This design comes from an exercise in tuning for small area, a short achievable clock period and few clock cycles per item on the open sky130 flow, not from production work. At most, simulation tests tie the RTL to the original design; equivalence was not proved. Power and IR drop assume default switching activity.

==> flow/design.v (excerpt) <==
module sorted_stack_count_table
#(
   parameter int CAPACITY = sst_pkg::CAPACITY_DEFAULT,
   parameter int KEY_BITS = sst_pkg::KEY_BITS_DEFAULT
) (
   input  wire logic                  clock,
   input  wire logic                  reset,
   input  wire logic                  req_valid,
   output logic                       req_ready,
   input  wire logic                  req_cmd,
   input  wire logic [sst_pkg::KEY_PORT_W-1:0] req_item_key,
   input  wire logic [sst_pkg::COUNT_W-1:0]    req_add_count,
   output logic                       rsp_valid,
   input  wire logic                  rsp_ready,
   output logic                       rsp_status,
   output logic                       rsp_found,
   output logic [sst_pkg::COUNT_W-1:0]         rsp_item_count,
   output logic [sst_pkg::TOTAL_W-1:0]         rsp_total_units,
   input  wire logic                  csr_wr_en,
   input  wire logic [sst_pkg::COUNT_W-1:0]    csr_wr_data
);
   localparam int CW = sst_pkg::COUNT_W;
   localparam int TW = sst_pkg::TOTAL_W;
   logic [KEY_BITS-1:0] key_ff [CAPACITY];
   logic [CW-1:0]       cnt_ff [CAPACITY];
   logic [CAPACITY-1:0] vld_ff;             
   logic [CAPACITY-1:0] lins_ff;            
   logic [TW-1:0]       total_ff;
   logic [CW-1:0]       limit_ff;
   logic                a_v;
   logic                a_cmd;
   logic [KEY_BITS-1:0] a_key;
   logic [CW-1:0]       a_add;
   logic                p_v;
   logic                p_cmd;
   logic [KEY_BITS-1:0] p_key;
   logic [CW-1:0]       p_add;
   logic [CAPACITY-1:0] p_match;
  ...
For scale: ~780 flip-flops, ~32000 um^2 of cells after synthesis.
clock: 10.0 ns
lec_check: 0
abc_clock_period_in_ps: 2500
cap_margin: 20
core_margin: 2
core_utilization: 60
cts_cluster_diameter: 100
cts_cluster_size: 25
place_density: 0.7
slew_margin: 20
standard.sh (not shown) runs the stock make flow with config.mk's settings and CLKGATE_MAP_FILE= SYNTH_SCRIPT=/design/flow/synth_recipe.tcl, a recipe that flattens the netlist after the stock synthesis.
==> flow/flow/run.sh <==
#!/bin/bash
# The standard layout, with repair_timing asked for 6.6 ns of setup slack
# at the design's own clock period and constraints (constraint.sdc unchanged)
set -euo pipefail
bash standard.sh SETUP_SLACK_MARGIN=6.6 finish > make_finish.log 2>&1
The baseline produced a clean layout.
==> next run, changes <==
==> flow/flow/run.sh (replaced) <==
#!/bin/bash
# The standard layout, with repair_timing asked for 7 ns of setup slack
# at the design's own clock period and constraints (constraint.sdc unchanged)
set -euo pipefail
bash standard.sh SETUP_SLACK_MARGIN=7 finish > make_finish.log 2>&1
Settings changed: CORE_UTILIZATION 60 to 75, PLACE_DENSITY 0.7 to 0.82.
The changed run ran to the end with no violations.
Final cell count came out lower by a few percent.
Sequential cell count does not change.
Routed wire length came out lower slightly.
Die area came out lower by about a fifth.
Final area came out higher slightly.
Register-to-register slack is better by 90 ps.
Utilization came out higher by 19 points.
Count of clock-buffer cells in the layout came out lower by 9.
Combinational power came out higher by a few percent.
No functional check of the RTL was part of any run of this note.

========
sorted_stack_count_table, a different RTL version from the one above (not shown whole).
Size: ~1900 cells after synthesis, ~690 flip-flops, roughly 94 I/O pins, ~0.029 mm^2 of cells after synthesis.
export LEC_CHECK = 0
export ABC_CLOCK_PERIOD_IN_PS = 2500
export CAP_MARGIN = 20
export CORE_MARGIN = 2
export CORE_UTILIZATION = 65
export PLACE_DENSITY = 0.75
export SETUP_SLACK_MARGIN = 5
export SLEW_MARGIN = 20
create_clock -name core_clock -period 10.0 [get_ports {clock}]
run.sh (not shown) runs the stock make flow with config.mk's settings and CLKGATE_MAP_FILE= SYNTH_SCRIPT=/design/flow/synth_recipe.tcl, a recipe that flattens the netlist after the stock synthesis.
Stock flow here: none of the scripts above is used.
The baseline completed without violations.
Testbench counts at the start, summed over its fixed seeds: cycles 4,224, requests 4,096.
==> next run, changes <==
--- a/flow/config.mk
+++ b/flow/config.mk
@@ -8 +7,0 @@
-export ABC_CLOCK_PERIOD_IN_PS = 2500
@@ -11,3 +10 @@
-export CORE_UTILIZATION = 65
-export PLACE_DENSITY = 0.75
-export SETUP_SLACK_MARGIN = 5
+export CORE_UTILIZATION = 40
The new run went through all stages and came out clean.
Fmax shrinks by 21%.
Wire length shrinks by 2.4%.
Die area grows by 61%.
Sequential cell count stays the same.
Area after synthesis does not change.
Global-route usage shrinks by 14 points.
==> next run, changes <==
--- a/flow/config.mk
+++ b/flow/config.mk
@@ -7,0 +8 @@
+export ABC_CLOCK_PERIOD_IN_PS = 2500
@@ -10,0 +12 @@
+export SETUP_SLACK_MARGIN = 5
Outcome: Sequential power hardly moves. Final cell count grows by 3.8%. Synthesized area stays the same. Routed wire length increases by 5.9%. Power grows by 3.1%. Global-route usage goes up by 1.3 points. Clock-buffer cell count climbs by 5. Die area does not change.

========
v28:
Another version of the RTL of sorted_stack_count_table (not shown whole).
Size: about 2100 cells after synthesis, roughly 740 flip-flops, roughly 94 I/O pins, ~31000 µm² of cells after synthesis.
clock: 10.0 ns
lec_check: 0
abc_clock_period_in_ps: 2500
cap_margin: 20
core_margin: 2
core_utilization: 70
cts_cluster_diameter: 100
cts_cluster_size: 25
place_density: 0.78
slew_margin: 20
tns_end_percent: 10
standard.sh (not shown) runs the stock make flow with config.mk's settings and CLKGATE_MAP_FILE= SYNTH_SCRIPT=/design/flow/synth_recipe.tcl, a recipe that flattens the netlist after the stock synthesis.
==> flow/flow/run.sh <==
#!/bin/bash
# The standard layout at the design's own clock period and constraints
# (constraint.sdc unchanged), with two changes to how it is made:
#  - repair_timing is asked for 7 ns of setup slack
#  - every port still gets a buffer, but a plain sky130 buffer instead of the
#    delay-cell buffer buffer_ports picks by default
set -euo pipefail
bash standard.sh SETUP_SLACK_MARGIN=7 "BUFFER_PORTS_ARGS=-buffer_cell sky130_fd_sc_hd__buf_2" finish > make_finish.log 2>&1
Testbench counts of v28, summed over its fixed seeds: cycles 4,288, requests 4,096.
Input changes introduced in v47 (baseline for comparison: v28):
Settings: CORE_UTILIZATION: 70 -> 75; TNS_END_PERCENT: 10 -> unset; PLACE_DENSITY: 0.78 -> 0.82.
==> flow/flow/run.sh <==
#!/bin/bash
# The standard layout, with repair_timing asked for 7 ns of setup slack
# at the design's own clock period and constraints (constraint.sdc unchanged)
set -euo pipefail
bash standard.sh SETUP_SLACK_MARGIN=7 finish > make_finish.log 2>&1
--- outcome ---
v47 vs v28, portion of the clock cycle consumed by the worst path in the final layout went up by 0.37 points. Compared to v28, v47 has number of ordinary and repair buffers in the finished layout about 28% higher. The sequential power of v28 and that of v47 are within noise of each other. v47 packs its core tighter than v28. Delta (v47 minus v28): routed wire length shows an increase of about 16%; final area shows an increase of about 4%.
diff inputs: v47 => v3
Settings: TNS_END_PERCENT: unset -> 10.
==> flow/flow/run.sh <==
#!/bin/bash
# The standard layout at the design's own clock period and constraints
# (constraint.sdc unchanged), with two changes to how it is made:
#  - repair_timing is asked for 7 ns of setup slack
#  - every port still gets a buffer, but a plain sky130 buffer instead of the
#    delay-cell buffer buffer_ports picks by default
set -euo pipefail
bash standard.sh SETUP_SLACK_MARGIN=7 "BUFFER_PORTS_ARGS=-buffer_cell sky130_fd_sc_hd__buf_2" finish > make_finish.log 2>&1
Notes after the runs:
- Share of the core filled with cells (lower): v3
- Diff v47 and v3: instance count on the critical path lower in v3
- Number of detailed-route iterations in the first pass is higher on v47
- Final-layout worst hold slack ended up 0.016 ns lower on v3 than on v47.
- v3 vs v47 — final worst-path setup slack rose 0.049 ns.
- v3: final total power about 0.9% below v47
- Re clock skew: v3 is 0.0081 ns down on v47.
- v3 against v47: number of non-clock buffers in the layout shrank by 16%; cell area after layout shrank by 3.0%.
- v3: internal power consumption lower than v47
- Summary — headroom to the max-slew limit, v3 relative to v47: higher, by 2.6 points.

========
oak:
Starting RTL as in the previous note.
export LEC_CHECK = 0
export ABC_CLOCK_PERIOD_IN_PS = 2500
export CAP_MARGIN = 20
export CORE_MARGIN = 2
export CORE_UTILIZATION = 60
export CTS_CLUSTER_DIAMETER = 100
export CTS_CLUSTER_SIZE = 25
export PLACE_DENSITY = 0.7
export SLEW_MARGIN = 20
export TNS_END_PERCENT = 10
create_clock -name core_clock -period 10.0 [get_ports {clock}]
==> flow/flow/run.sh <==
#!/bin/bash
# The standard layout at the design's own clock period and constraints
# (constraint.sdc unchanged), with two changes to how it is made:
#  - repair_timing is asked for 7.2 ns of setup slack
#  - every port still gets a buffer, but a plain sky130 buffer instead of the
#    delay-cell buffer buffer_ports picks by default
set -euo pipefail
bash standard.sh SETUP_SLACK_MARGIN=7.2 "BUFFER_PORTS_ARGS=-buffer_cell sky130_fd_sc_hd__buf_2" finish > make_finish.log 2>&1
Testbench counts of oak, summed over its fixed seeds: cycles 4,288, requests 4,096.
diff inputs: oak => pine
==> flow/flow/run.sh <==
#!/bin/bash
# The standard layout, with repair_timing asked for 7 ns of setup slack
# at the design's own clock period and constraints (constraint.sdc unchanged)
set -euo pipefail
bash standard.sh SETUP_SLACK_MARGIN=7 finish > make_finish.log 2>&1
-- flow/config.mk --
<<< oak, line 16
export TNS_END_PERCENT = 10
>>> pine, line 16
Notes after the runs:
- Proportion of cell area spent on the clock network: pine < oak
- Higher post-route standard cell area excluding fillers goes to pine over oak.
- In summary, pine completed successfully, with a layout that passed the timing, DRC and antenna checks.
- [compare] base=oak new=pine: sequential share of layout area lost 0.67 points; number of DRC markers in iteration 0 lost 62; cell depth of the worst setup path neither gained nor lost much; pin count of the biggest net entering global routing neither gained nor lost much.
- As far as flip-flop and latch count after synthesis is concerned, oak and pine perform about the same.
- Layout clock buffer count: pine vs oak down 12%
- Netlist area before placement came out exactly the same in oak and pine.
Setup changes, pine to birch
==> flow/flow/run.sh <==
#!/bin/bash
# The standard layout at the design's own clock period and constraints
# (constraint.sdc unchanged), with two changes to how it is made:
#  - repair_timing is asked for 7 ns of setup slack
#  - every port still gets a buffer, but a plain sky130 buffer instead of the
#    delay-cell buffer buffer_ports picks by default
set -euo pipefail
bash standard.sh SETUP_SLACK_MARGIN=7 "BUFFER_PORTS_ARGS=-buffer_cell sky130_fd_sc_hd__buf_2" finish > make_finish.log 2>&1
-- flow/config.mk --
<<< pine, line 16
>>> birch, line 16
export TNS_END_PERCENT = 0
Findings:
Sequential share of layout area was higher in birch than in pine. Summary — fraction of area in clock buffers and inverters, birch relative to pine: higher, by 0.43 points. birch vs pine: clock-buffer cell count up.
> inputs changed (birch -> maple)
-- flow/config.mk --
<<< birch, line 14
>>> maple, line 14
export GPL_ROUTABILITY_DRIVEN = 0
<<< birch, line 16
export TNS_END_PERCENT = 0
>>> maple, line 17
export TNS_END_PERCENT = 10
Findings:
maple has completed all stages; timing, DRC and antenna checks passed.
Delta (maple minus birch): pin slew with the least headroom to its limit decreased by 42 ps relative to the old numbers; fraction of cell area in non-clock buffers held.
The clock buffer count in maple sits 11% below the value recorded for birch.
Compared with birch, maple shows a highest ir drop seen on vdd that is about 11% lower.
Diff birch..maple | final cell area excluding filler cells | negligible
Between birch and maple, ratio of cells with drive above 1 in the final layout is higher for maple, birch comes in under that.
Min worst relative slew slack across birch and maple: birch
As far as count of inverters other than clock inverters in the layout goes, birch and maple are indistinguishable; the numbers are identical.
When maple is measured against birch, its post-route fraction of the period consumed by the critical path turns out 0.21 points lower.
Going from birch to maple, cell count along the critical path grows by 1.
Sort birch and maple by final worst setup slack, descending, and maple comes first.

separate check: timing with driven ports:
The flow's constraints put no driver on any port. The routed layouts listed below were extracted and timed again, unchanged, in two steps. Step 1, drivers: a clkbuf_16 drives clock and a buf_2 each remaining input, both assumed. Step 2 adds t to the input delays and takes it off the output delays; t is the mean of the earliest and latest rising clock arrival at the registers after step 1. Input paths then give back, and output paths get back, about the clock's delay inside the block. Three values: ideal, step 1, step 2; two values: the first two.
run	t, ns	setup slack, ns	worst hold slack (ns)	worst slew at a driven data input, ns
the first run of note 1	0.647	6.562 / 6.562 / 6.344	0.466 / 0.466 / 0.466	0.05
the second run of note 1	0.642	6.654 / 6.654 / 6.480	0.448 / 0.448 / 0.448	0.07
the first run of note 2	0.661	5.090 / 5.090 / 5.090	0.465 / 0.465 / 0.465	0.05
the second run of note 2	0.660	3.752 / 3.752 / 3.752	0.469 / 0.469 / 0.469	0.04
the third run of note 2	0.678	5.149 / 5.149 / 5.149	0.473 / 0.473 / 0.473	0.04
v28	0.641	6.671 / 6.613 / 6.671	0.428 / 0.428 / 0.428	0.04
v47	0.654	6.634 / 6.634 / 6.426	0.454 / 0.454 / 0.454	0.05
v3	0.656	6.683 / 6.657 / 6.515	0.438 / 0.438 / 0.438	0.05
oak	0.640	6.725 / 6.667 / 6.751	0.426 / 0.426 / 0.426	0.06
pine	0.641	6.741 / 6.682 / 6.443	0.437 / 0.437 / 0.437	0.05
birch	0.641	6.660 / 6.660 / 6.660	0.420 / 0.420 / 0.420	0.05
maple	0.645	6.681 / 6.681 / 6.681	0.434 / 0.434 / 0.434	0.05
After both steps setup and hold are still met in every run listed. For pine, which loses most, drivers alone change the setup slack by -0.059 ns; drivers and shift together by -0.298 ns.
